From an optimization exercise on the open Yosys and OpenROAD flow, aimed at small area and a short achievable clock period; shortcuts taken in it are not production practice.
In this exercise RTL edits were held to simulation tests only and were not proved equivalent to the original.

==> run R <==
==> flow/design.v <==
module md_unit (
  input  logic        clk,
  input  logic        reset,
  input  logic        start,
  input  logic [2:0]  op,
  input  logic [31:0] a,
  input  logic [31:0] b,
  input  logic        mthi,
  input  logic        mtlo,
  output logic        busy,
  output logic        done,
  output logic [31:0] hi,
  output logic [31:0] lo
);
  localparam int RW = 35;   
  function automatic logic [RW-1:0] add_row(input logic [RW-1:0] x, input logic [RW-1:0] y,
                                            input logic c);
    logic [RW-1:0] g, p, gg, pp;
    logic [RW-1:0] s;
    g = x & y;
    p = x ^ y;
    gg = g;
    pp = p;
    gg[0] = g[0] | (p[0] & c);
    for (int d = 1; d < RW; d = d * 2)
      for (int i = 2 * d - 1; i < RW; i = i + 2 * d) begin
        gg[i] = gg[i] | (pp[i] & gg[i-d]);
        pp[i] = pp[i] & pp[i-d];
      end
    for (int d = 16; d >= 1; d = d / 2)
      for (int i = 3 * d - 1; i < RW; i = i + 2 * d) begin
        gg[i] = gg[i] | (pp[i] & gg[i-d]);
        pp[i] = pp[i] & pp[i-d];
      end
    s[0] = p[0] ^ c;
    for (int i = 1; i < RW; i++) s[i] = p[i] ^ gg[i-1];
    add_row = s;
  endfunction
  logic        busy_q, done_q;
  logic [3:0]  cnt_q;
  logic [2:0]  op_q;
  logic        a31_q;
  logic        bprev_q;
  logic [31:0] b_q;      
  logic [33:0] ph_q;     
  logic [31:0] pl_q;     
  logic [31:0] hi_q, lo_q;
  logic div_q, last_q, busy_o;
  logic o0_q, t0_q, n0_q;    
  wire is_div  = div_q;
  wire sgn     = ~op_q[0];
  wire is_acc  = op_q[2];
  wire is_sub  = op_q[2] & op_q[1];
  wire last    = last_q;
  wire first_d = div_q & (cnt_q == 4'd10);
  wire fin_d   = div_q & (cnt_q == 4'd2);
  wire a_neg   = sgn & a31_q;
  wire b_neg   = sgn & b_q[31];
  wire b_zero  = (b_q == 32'd0);
  wire         neg_en = is_div & ((first_d & a_neg) | (last & (a_neg ^ b_neg) & ~b_zero));
  logic [31:0] neg_out;
  always_comb begin
    logic t;
    t = 1'b0;
    for (int i = 0; i < 32; i++) begin
      neg_out[i] = pl_q[i] ^ t;
      t = t | (neg_en & pl_q[i]);
    end
  end
  wire [33:0] mc    = {{2{sgn & b_q[31]}}, b_q};            
  wire [7:0]  chunk = last ? {8{sgn & a31_q}} : pl_q[7:0];
  wire [8:0]  xb    = {chunk, bprev_q};
  wire        inv_r = last & div_q & a_neg;
  wire        acc_h = last & ~div_q & is_acc;
  wire [RW-1:0] x0  = {ph_q[33], ph_q};
  logic [RW-1:0] xr [4];
  logic [RW-1:0] sr [4];
  logic [RW-1:0] y [4];
  logic [3:0]    cy;
  logic [3:0]    ge;
  always_comb begin
    xr[0] = x0;
    for (int k = 0; k < 4; k++) begin
      logic n, o, t, rn;
      rn = (k == 0) ? 1'b0 : sr[k-1][RW-1];
      n = xb[2*k+2];
      o = xb[2*k+1] ^ xb[2*k];
      t = (xb[2*k+2] & ~xb[2*k+1] & ~xb[2*k]) | (~xb[2*k+2] & xb[2*k+1] & xb[2*k]);
      if (k == 0) begin
        o = o0_q;
        t = t0_q;
        n = n0_q;
      end else if (is_div) begin
        t = 1'b0;
        if (last) begin
          o = 1'b0;
          n = 1'b0;
        end else begin
          o = 1'b1;
          n = ~rn ^ b_neg;
        end
      end else begin
        n = n ^ is_sub;
        if (k == 1 && last) n = 1'b0;
      end
      y[k] = ({RW{o}} & {mc[33], mc}) | ({RW{t}} & {mc, 1'b0});
      if (k == 1) y[k] = y[k] | ({RW{acc_h}} & {2'd0, hi_q, 1'b0});
      y[k] = y[k] ^ {RW{n}};
      cy[k] = n | ((k == 1) & inv_r);
      sr[k] = add_row(xr[k], y[k], cy[k]);
      ge[k] = ~sr[k][RW-1];
      if (k < 3) begin
        if (is_div || last)
          xr[k+1] = {sr[k][RW-2:0], (k == 0 && last) ? inv_r : pl_q[31-k]};
        else
          xr[k+1] = {{2{sr[k][RW-1]}}, sr[k][RW-1:2]};
      end
    end
  end
  logic o0_d, t0_d, n0_d;
  always_comb begin
    logic p1, p0, pm, sx, sub_in;
    sub_in = op[2] & op[1];
    sx     = sgn & a31_q;
    p1     = 1'b0;
    p0     = 1'b0;
    pm     = 1'b0;
    if (!busy_q) begin
      o0_d = a[0];
      t0_d = a[1] & ~a[0];
      n0_d = a[1] ^ sub_in;
    end else if (div_q) begin
      t0_d = 1'b0;
      if (cnt_q == 4'd10) begin
        o0_d = 1'b1;
        n0_d = ~b_neg;
      end else if (cnt_q == 4'd2) begin
        o0_d = sr[3][33];
        n0_d = b_neg ^ a_neg;
      end else begin
        o0_d = 1'b1;
        n0_d = ~sr[3][32] ^ b_neg;
      end
    end else begin
      if (cnt_q == 4'd2) begin
        p1 = sx;
        p0 = sx;
      end else begin
        p1 = pl_q[9];
        p0 = pl_q[8];
      end
      pm   = pl_q[7];
      o0_d = p0 ^ pm;
      t0_d = (p1 & ~p0 & ~pm) | (~p1 & p0 & pm);
      n0_d = p1 ^ is_sub;
    end
  end
  always_ff @(posedge clk) begin
    o0_q    <= o0_d;
    t0_q    <= t0_d;
    n0_q    <= n0_d;
    last_q  <= busy_q & (cnt_q == 4'd2);
    if (!busy_q) begin
      div_q   <= (op[2:1] == 2'b01);
      op_q    <= op;
      cnt_q   <= (op[2:1] == 2'b01) ? 4'd10 : 4'd5;
      a31_q   <= a[31];
      bprev_q <= 1'b0;
      b_q     <= b;
      ph_q    <= {2'b00, lo_q & {32{op[2]}}};    
      pl_q    <= a;
    end else begin
      cnt_q <= cnt_q - 4'd1;
      if (is_div) begin
        if (first_d) begin
          ph_q <= {33'd0, neg_out[31]};
          pl_q <= {neg_out[30:0], 1'b0};
        end else begin
          ph_q <= fin_d ? (sr[3][33:0] ^ {34{a_neg}}) : {sr[3][32:0], pl_q[28]};
          pl_q <= {pl_q[27:0], ge[0], ge[1], ge[2], ge[3]};
        end
      end else begin
        ph_q    <= {sr[3][RW-1], sr[3][RW-1:2]};
        pl_q    <= {sr[3][1:0], sr[2][1:0], sr[1][1:0], sr[0][1:0], pl_q[31:8]};
        bprev_q <= pl_q[7];
      end
    end
  end
  always_ff @(posedge clk or negedge reset) begin
    if (!reset) begin
      busy_q <= 1'b0;
      busy_o <= 1'b0;
      done_q <= 1'b0;
      hi_q   <= '0;
      lo_q   <= '0;
    end else begin
      done_q <= busy_q & last;
      if (!busy_q) begin
        busy_q <= start;
        busy_o <= start;
        if (!start) begin
          if (mthi) hi_q <= a;
          if (mtlo) lo_q <= a;
        end
      end else if (last) begin
        busy_q <= 1'b0;
        busy_o <= 1'b0;
        hi_q   <= sr[1][32:1];
        lo_q   <= neg_out;
      end
    end
  end
  assign busy = busy_o;
  assign done = done_q;
  assign hi   = hi_q;
  assign lo   = lo_q;
endmodule
==> flow/flow/run.sh <==
#!/bin/bash
# Standard ORFS layout (the standard.sh) with three changes to how it is built:
#  - port buffers start as the smallest buffer (repair resizes them where timing needs it);
#  - clock tree synthesis without dummy balancing loads, with the default clock buffers;
#  - timing repair aims for setup slack beyond zero at the design's clock period
#    (over-fixing only; the clock period and constraints are the design's).
# Each tool's output stays in ORFS's own per-step logs under orfs/logs; make's output is in
# standard.log.
set -euo pipefail
export SETUP_SLACK_MARGIN=62.7
export BUFFER_PORTS_ARGS="-buffer_cell sky130_fd_sc_hd__buf_1"
export CTS_ARGS="-sink_clustering_enable -repair_clock_nets -dont_use_dummy_load -buf_list sky130_fd_sc_hd__clkbuf_8 -root_buf sky130_fd_sc_hd__clkbuf_16 -sink_clustering_size 10"
bash standard.sh > standard.log 2>&1
==> flow/standard.sh <==
#!/bin/bash
# synth_recipe.tcl (not shown) runs the flow's synth.tcl, then flattens the netlist and writes it again
# the make line also repeats each setting of config.mk as NAME=value (left out here)
make -C /OpenROAD-flow-scripts/flow DESIGN_CONFIG=/design/flow/config.mk WORK_HOME=/design/flow/orfs CLKGATE_MAP_FILE= SYNTH_SCRIPT=/design/flow/synth_recipe.tcl "${@:-finish}"
==> flow/config.mk <==
export PLATFORM = sky130hd
export DESIGN_NAME = md_unit
export DESIGN_NICKNAME = md_unit
export VERILOG_FILES = /design/flow/design.v
export SDC_FILE = /design/flow/constraint.sdc
export NUM_CORES = 4
export LEC_CHECK = 0
export ABC_AREA = 1
export CAP_MARGIN = 10
export CORE_MARGIN = 2
export CORE_UTILIZATION = 40
export SLEW_MARGIN = 10
==> flow/constraint.sdc <==
create_clock -name core_clock -period 80.0 [get_ports {clk}]
set_input_delay 16.0000 -clock core_clock [delete_from_list [all_inputs] [get_ports {clk}]]
set_output_delay 16.0000 -clock core_clock [all_outputs]
set_load 0.01 [all_outputs]
==> run M (differences from run R) <==
==> flow/design.v (replaced) <==
module md_unit (
  input  logic        clk,
  input  logic        reset,
  input  logic        start,
  input  logic [2:0]  op,
  input  logic [31:0] a,
  input  logic [31:0] b,
  input  logic        mthi,
  input  logic        mtlo,
  output logic        busy,
  output logic        done,
  output logic [31:0] hi,
  output logic [31:0] lo
);
  localparam int RW = 35;   
  function automatic logic [RW-1:0] add_row(input logic [RW-1:0] x, input logic [RW-1:0] y,
                                            input logic c);
    logic [RW-1:0] g, p, gg, pp;
    logic [RW-1:0] s;
    g = x & y;
    p = x ^ y;
    gg = g;
    pp = p;
    gg[0] = g[0] | (p[0] & c);
    for (int d = 1; d < RW; d = d * 2)
      for (int i = 2 * d - 1; i < RW; i = i + 2 * d) begin
        gg[i] = gg[i] | (pp[i] & gg[i-d]);
        pp[i] = pp[i] & pp[i-d];
      end
    for (int d = 16; d >= 1; d = d / 2)
      for (int i = 3 * d - 1; i < RW; i = i + 2 * d) begin
        gg[i] = gg[i] | (pp[i] & gg[i-d]);
        pp[i] = pp[i] & pp[i-d];
      end
    s[0] = p[0] ^ c;
    for (int i = 1; i < RW; i++) s[i] = p[i] ^ gg[i-1];
    add_row = s;
  endfunction
  logic        busy_q, done_q;
  logic [3:0]  cnt_q;
  logic [2:0]  op_q;
  logic        a31_q;
  logic        bprev_q;
  logic [31:0] b_q;      
  logic [32:0] ph_q;     
  logic [31:0] pl_q;     
  logic [31:0] hi_q, lo_q;
  logic div_q, last_q, first_q, fin_q, zph_q, inv_q, acch_q, busy_o;
  wire is_div  = div_q;
  wire sgn     = ~op_q[0];
  wire is_acc  = op_q[2];
  wire is_sub  = op_q[2] & op_q[1];
  wire last    = last_q;
  wire first_d = first_q & div_q;
  wire fin_d   = fin_q;
  wire a_neg   = sgn & a31_q;
  wire b_neg   = sgn & b_q[31];
  wire b_zero  = (b_q == 32'd0);
  wire         neg_en = is_div & ((first_d & a_neg) | (last & (a_neg ^ b_neg) & ~b_zero));
  logic [31:0] neg_out;
  always_comb begin
    logic seen;
    seen = 1'b0;
    for (int i = 0; i < 32; i++) begin
      neg_out[i] = pl_q[i] ^ (neg_en & seen);
      seen = seen | pl_q[i];
    end
  end
  wire [33:0] mc    = {{2{sgn & b_q[31]}}, b_q};            
  wire [7:0]  chunk = last ? {8{sgn & a31_q}} : pl_q[7:0];
  wire [8:0]  xb    = {chunk, bprev_q};
  wire        inv_r = inv_q;
  wire        acc_h = acch_q;
  wire        zph   = zph_q;
  wire [32:0] phg   = ph_q & {33{~zph}};
  wire [RW-1:0] x0  = {{2{~is_div & phg[32]}}, phg} ^ {RW{inv_r}};
  logic [RW-1:0] y [4];
  logic [3:0]    cy;
  always_comb begin
    for (int k = 0; k < 4; k++) begin
      logic n, o, t;
      n = xb[2*k+2];
      o = xb[2*k+1] ^ xb[2*k];
      t = (xb[2*k+2] & ~xb[2*k+1] & ~xb[2*k]) | (~xb[2*k+2] & xb[2*k+1] & xb[2*k]);
      if (is_div) begin
        o = ~last;
        t = 1'b0;
        n = ~last & ~b_neg;
      end else begin
        n = n ^ is_sub;
        if (k == 1 && last) n = 1'b0;
      end
      y[k] = ({RW{o}} & {mc[33], mc}) | ({RW{t}} & {mc, 1'b0});
      if (k == 1) y[k] = y[k] | ({RW{acc_h}} & {3'd0, hi_q});
      y[k] = y[k] ^ {RW{n}};
      cy[k] = n;
    end
  end
  logic [RW-1:0] xr [4];
  logic [RW-1:0] sr [4];
  logic [3:0]    ge;
  logic [31:0]   sel3;
  always_comb begin
    xr[0] = x0;
    for (int k = 0; k < 4; k++) begin
      logic [31:0] selk;
      sr[k] = add_row(xr[k], y[k], cy[k] | ((k == 0) & inv_r));
      ge[k] = ~sr[k][RW-1];
      selk  = ge[k] ? sr[k][31:0] : xr[k][31:0];
      if (k < 3) begin
        if (last && k == 0)
          xr[k+1] = sr[k];
        else if (is_div)
          xr[k+1] = {2'b00, selk, pl_q[31-k]};
        else
          xr[k+1] = {{2{sr[k][RW-1]}}, sr[k][RW-1:2]};
      end else begin
        sel3 = selk;
      end
    end
  end
  always_ff @(posedge clk) begin
    last_q  <= busy_q & (cnt_q == 4'd2);
    fin_q   <= busy_q & div_q & (cnt_q == 4'd3);
    inv_q   <= busy_q & div_q & (cnt_q == 4'd2) & a_neg;
    acch_q  <= busy_q & ~div_q & (cnt_q == 4'd2) & is_acc;
    first_q <= ~busy_q;
    zph_q   <= ~busy_q & ~op[2] & ~op[1];
    if (!busy_q) begin
      div_q   <= (op[2:1] == 2'b01);
      op_q    <= op;
      cnt_q   <= (op[2:1] == 2'b01) ? 4'd10 : 4'd5;
      a31_q   <= a[31];
      bprev_q <= 1'b0;
      b_q     <= b;
      ph_q    <= {1'b0, lo_q};
      pl_q    <= a;
    end else begin
      cnt_q <= cnt_q - 4'd1;
      if (is_div) begin
        if (first_d) begin
          ph_q <= {32'd0, neg_out[31]};
          pl_q <= {neg_out[30:0], 1'b0};
        end else begin
          ph_q <= fin_d ? {1'b0, sel3} : {sel3, pl_q[28]};
          pl_q <= {pl_q[27:0], ge[0], ge[1], ge[2], ge[3]};
        end
      end else begin
        ph_q    <= sr[3][RW-1:2];
        pl_q    <= {sr[3][1:0], sr[2][1:0], sr[1][1:0], sr[0][1:0], pl_q[31:8]};
        bprev_q <= pl_q[7];
      end
    end
  end
  always_ff @(posedge clk or negedge reset) begin
    if (!reset) begin
      busy_q <= 1'b0;
      busy_o <= 1'b0;
      done_q <= 1'b0;
      hi_q   <= '0;
      lo_q   <= '0;
    end else begin
      done_q <= busy_q & last;
      if (!busy_q) begin
        busy_q <= start;
        busy_o <= start;
        if (!start) begin
          if (mthi) hi_q <= a;
          if (mtlo) lo_q <= a;
        end
      end else if (last) begin
        busy_q <= 1'b0;
        busy_o <= 1'b0;
        hi_q   <= sr[1][31:0];
        lo_q   <= neg_out;
      end
    end
  end
  assign busy = busy_o;
  assign done = done_q;
  assign hi   = hi_q;
  assign lo   = lo_q;
endmodule
==> flow/flow/run.sh (replaced) <==
#!/bin/bash
# Standard ORFS layout, with port buffers of a normal drive cell and timing repair that
# aims for setup slack beyond zero at the design's clock period (over-fixing only; the
# clock and constraints are unchanged).
set -euo pipefail
export SETUP_SLACK_MARGIN=${SETUP_SLACK_MARGIN_OVERRIDE:-63}
export BUFFER_PORTS_ARGS="-buffer_cell sky130_fd_sc_hd__buf_2"
bash standard.sh > standard.log 2>&1
Settings changed: ABC_AREA 1 to not set, CAP_MARGIN 10 to 20, SLEW_MARGIN 10 to 20.
==> run notes <==
metric	run R	run M
Status	no timing/DRC/antenna violations	no timing/DRC/antenna violations
Met3 routed wirelength	5440 um	9420 um
Post-Synth Simple-Gate Area	16.1%	15.2%
Height of the chip	216 um	231 um
Flip-flop count of the largest register, all copies and words added	34	33
Cell area after synthesis	18,000 um^2	20,700 um^2
Synth Area in Adders	16.7%	14.5%
Overall track demand over capacity in global routing	30.3%	33.8%
Via count of the first global-routing pass	17,200	20,100
Synth-to-layout area growth	7.50%	13.4%
Final WL	71,300 um	91,600 um
Buffers excl. clock	169	245
Multi-input gates	1,787	2,082
Routed wire length on met2	31,900 um	40,500 um
Post-Synthesis Cells	2,413	2,628
1st-pass router iterations	6	8

static timing again, ports no longer ideal:
No port has a modelled driver above. Below, the same layouts with a new extraction and two added sets of constraints. Step 1: set_driving_cell puts a clkbuf_16 on clk and a buf_2 on each other input, an assumption about the parent block. Step 2, shift: input delay + t, output delay - t, t = (earliest + latest rising clock arrival at the registers) / 2. This alone moves slack from input paths to output paths. Slacks: ideal / step 1 / step 2; pairs: ideal / step 1.
run	t (ns)	slack for setup (ns)	hold slack, ns	clock arrival spread, ns	cell pins on the clock port's net
run R	0.480	62.671 / 62.615 / 62.379	0.487 / 0.487 / 0.487	0.050 / 0.050	1
run M	0.560	62.872 / 62.810 / 62.552	0.485 / 0.485 / 0.485	0.029 / 0.029	1
After both steps every run listed still meets setup and hold. For run M, which loses most, drivers alone change the setup slack by -0.062 ns; drivers and shift together by -0.320 ns.
